Background: an optimization exercise with open tools, aiming at small area, a short achievable clock period and few clock cycles. Do not read the settings as production practice.
Only simulation tests tie the RTL to the original design; equivalence was not proved.
No activity file was given, so power comes from the tool's default toggle rates.

Design cpu_top, start of the top module:
module cpu_top (
    input  logic        clk,
    input  logic        rst,
    input  logic        run,
    input  logic        load_req,
    input  logic [5:0]  load_addr,
    input  logic [31:0] load_instr,
    output logic        load_ack,
    output logic        retire_valid,
    output logic [3:0]  retire_rd,
    output logic [31:0] retire_data
);
    logic                   mem_clr;
    logic                   stall;
    logic                   if_valid;
    logic                   if_uses_b;
    logic [cpu_pkg::IW-2:0] if_instr;
    logic        id_we, id_ld, id_st, id_sum, id_sub, id_and, id_or, id_xor;
    logic [3:0]  id_rd;
    logic [31:0] id_a, id_b;
    logic [5:0]  id_imm6;
    logic [31:0] store_data, alu_result, ld_data;
    logic [7:0]  hit_lo, hit_hi;
    logic        em_we, em_ld;
    logic [3:0]  em_rd;
    logic [31:0] em_alu, em_sdata;
    logic        wb_we;
    logic [3:0]  wb_rd;
    logic [31:0] wb_alu, wb_ld, wb_data;
    always_ff @(posedge clk) mem_clr <= rst;
    fetch_stage u_fetch (
        .clk        (clk),
        .rst        (rst),
        .mem_clr    (mem_clr),
        .run        (run),
        .stall      (stall),
        .load_req   (load_req),
        .load_addr  (load_addr),
        .load_instr (load_instr),
        .load_ack   (load_ack),
        .if_valid   (if_valid),
        .if_uses_b  (if_uses_b),
        .if_instr   (if_instr)
    );
    decode_stage u_decode (
        .clk      (clk),
        .rst      (rst),
        .mem_clr  (mem_clr),
        .if_valid (if_valid),
        .if_uses_b(if_uses_b),
        .if_instr (if_instr),
        .ex_data  (alu_result),
        .mem_we   (em_we),
        .mem_rd   (em_rd),
        .mem_is_ld(em_ld),
        .mem_alu  (em_alu),
        .mem_ld   (ld_data),
        .wb_we    (wb_we),
        .wb_rd    (wb_rd),
        .wb_data  (wb_data),
        .stall    (stall),
        .id_we    (id_we),
  ...
export LEC_CHECK = 0
export CAP_MARGIN = 20
export CORE_MARGIN = 2
export CORE_UTILIZATION = 50
export SETUP_SLACK_MARGIN = 3.8
export SLEW_MARGIN = 20
export TNS_END_PERCENT = 10
create_clock -name core_clock -period 6.0 [get_ports {clk}]
run.sh (not shown) runs the stock make flow with config.mk's settings and CLKGATE_MAP_FILE= SYNTH_SCRIPT=/design/flow/synth_recipe.tcl, a recipe that flattens the netlist after the stock synthesis.
The starting point passed the timing, design-rule and antenna checks.
Testbench counts at the start, summed over its fixed seeds: cycles 25,521.
Next try:
- SETUP_SLACK_MARGIN: 3.8 -> 3.6
- TNS_END_PERCENT: 10 -> 20
What happened:
- The changed run finished with timing, DRC and antenna clean
- synthesized area does not change
- routed wire length came out higher slightly
- total power came out lower slightly
- flip-flop and latch count stays the same
- non-clock buffer count came out higher by 65
- clock skew came out higher by 0.026 ns
- die area stays the same
- maximum frequency came out higher by a few percent
- final cell count came out higher slightly
- global-route usage came out higher by 0.85 points
- synthesized cell count stays the same

Setup of the previous run:
Another version of the RTL of cpu_top (not shown whole).
For scale: roughly 9400 cells after synthesis, about 80 I/O pins, ~0.15 mm2 of cells after synthesis.
Settings: LEC_CHECK=0, CAP_MARGIN=20, CORE_MARGIN=2, CORE_UTILIZATION=50, SETUP_SLACK_MARGIN=3.9, SLEW_MARGIN=20, TNS_END_PERCENT=10; clock period 6.0 ns.
No stage failed in the previous run, and the final checks on the layout all came back clean.
Testbench counts of the previous run, summed over its fixed seeds: cycles 25,521.
Edits applied to the flow inputs when going from the previous run to the current run:
Settings: changing TNS_END_PERCENT from 10 to 5; changing SETUP_SLACK_MARGIN from 3.9 to 3.6.
Findings:
- Every run in the previous run and the current run closed cleanly, with the single exception of the current run.
- Layout checks on the current run: not met. Flow itself completed; violations: antenna violations.
- When the current run is set beside the previous run, its net load switching power turns out to be 1.5% smaller.
- The final critical path time including I/O delays and setup in the current run sits 0.026 ns above the value recorded for the previous run.
- From the previous run to the current run the numbers moved as follows: biggest cell delay along the critical path grew by 0.16 ns, routed length per placed instance shrank by about 1%, detailed route wirelength on metal3 shrank by 3.2%.

cpu_top again, from the RTL that the note above started with.
Settings: LEC_CHECK=0, CAP_MARGIN=20, CORE_MARGIN=2, CORE_UTILIZATION=50, SETUP_SLACK_MARGIN=3.3, SLEW_MARGIN=20, TNS_END_PERCENT=20; clock period 6.0 ns.
The starting point finished clean.
Testbench counts at the start, summed over its fixed seeds: cycles 25,521.
Next try:
--- a/flow/config.mk
+++ b/flow/config.mk
@@ -10,3 +10,3 @@
 export CORE_UTILIZATION = 50
-export SETUP_SLACK_MARGIN = 3.3
+export SETUP_SLACK_MARGIN = 3.6
 export SLEW_MARGIN = 20
- routed wire length went up by 0.66%
- synthesized cell count stays the same
- global-route usage hardly moves
- synthesized area stays the same
- core utilization went up by 0.37 points
- via count stays flat

-- port drivers added, routing unchanged --
Ports are ideal in the flow. The routed layouts listed here were re-timed in OpenROAD.
Step 1 assumes that a clkbuf_16 drives the clock port and a buf_2 every other input.
Step 2 adds t to the input delays and takes it off the output delays; t is the mean of the earliest and latest rising clock arrival at the registers after step 1. Input paths then give back, and output paths get back, about the clock's delay inside the block.
Slacks: ideal ports / drivers / drivers and shift; pairs: ideal ports / drivers.
run | t (ns) | slack for setup (ns) | worst setup path at the end
the first run of note 1 | 1.081 | 3.087 / 3.087 / 2.773 | input to register
the second run of note 1 | 1.071 | 3.166 / 3.166 / 2.835 | input to register
the previous run | 1.057 | 2.974 / 2.974 / 2.863 | input to register
the current run | 1.035 | 2.948 / 2.948 / 2.878 | input to register
the first run of note 3 | 1.041 | 2.986 / 2.930 / 2.845 | input to register
the second run of note 3 | 1.036 | 3.038 / 3.038 / 2.891 | input to register
For the second run of note 1, which loses most, drivers alone change the setup slack by 0.000 ns; drivers and shift together by -0.331 ns.
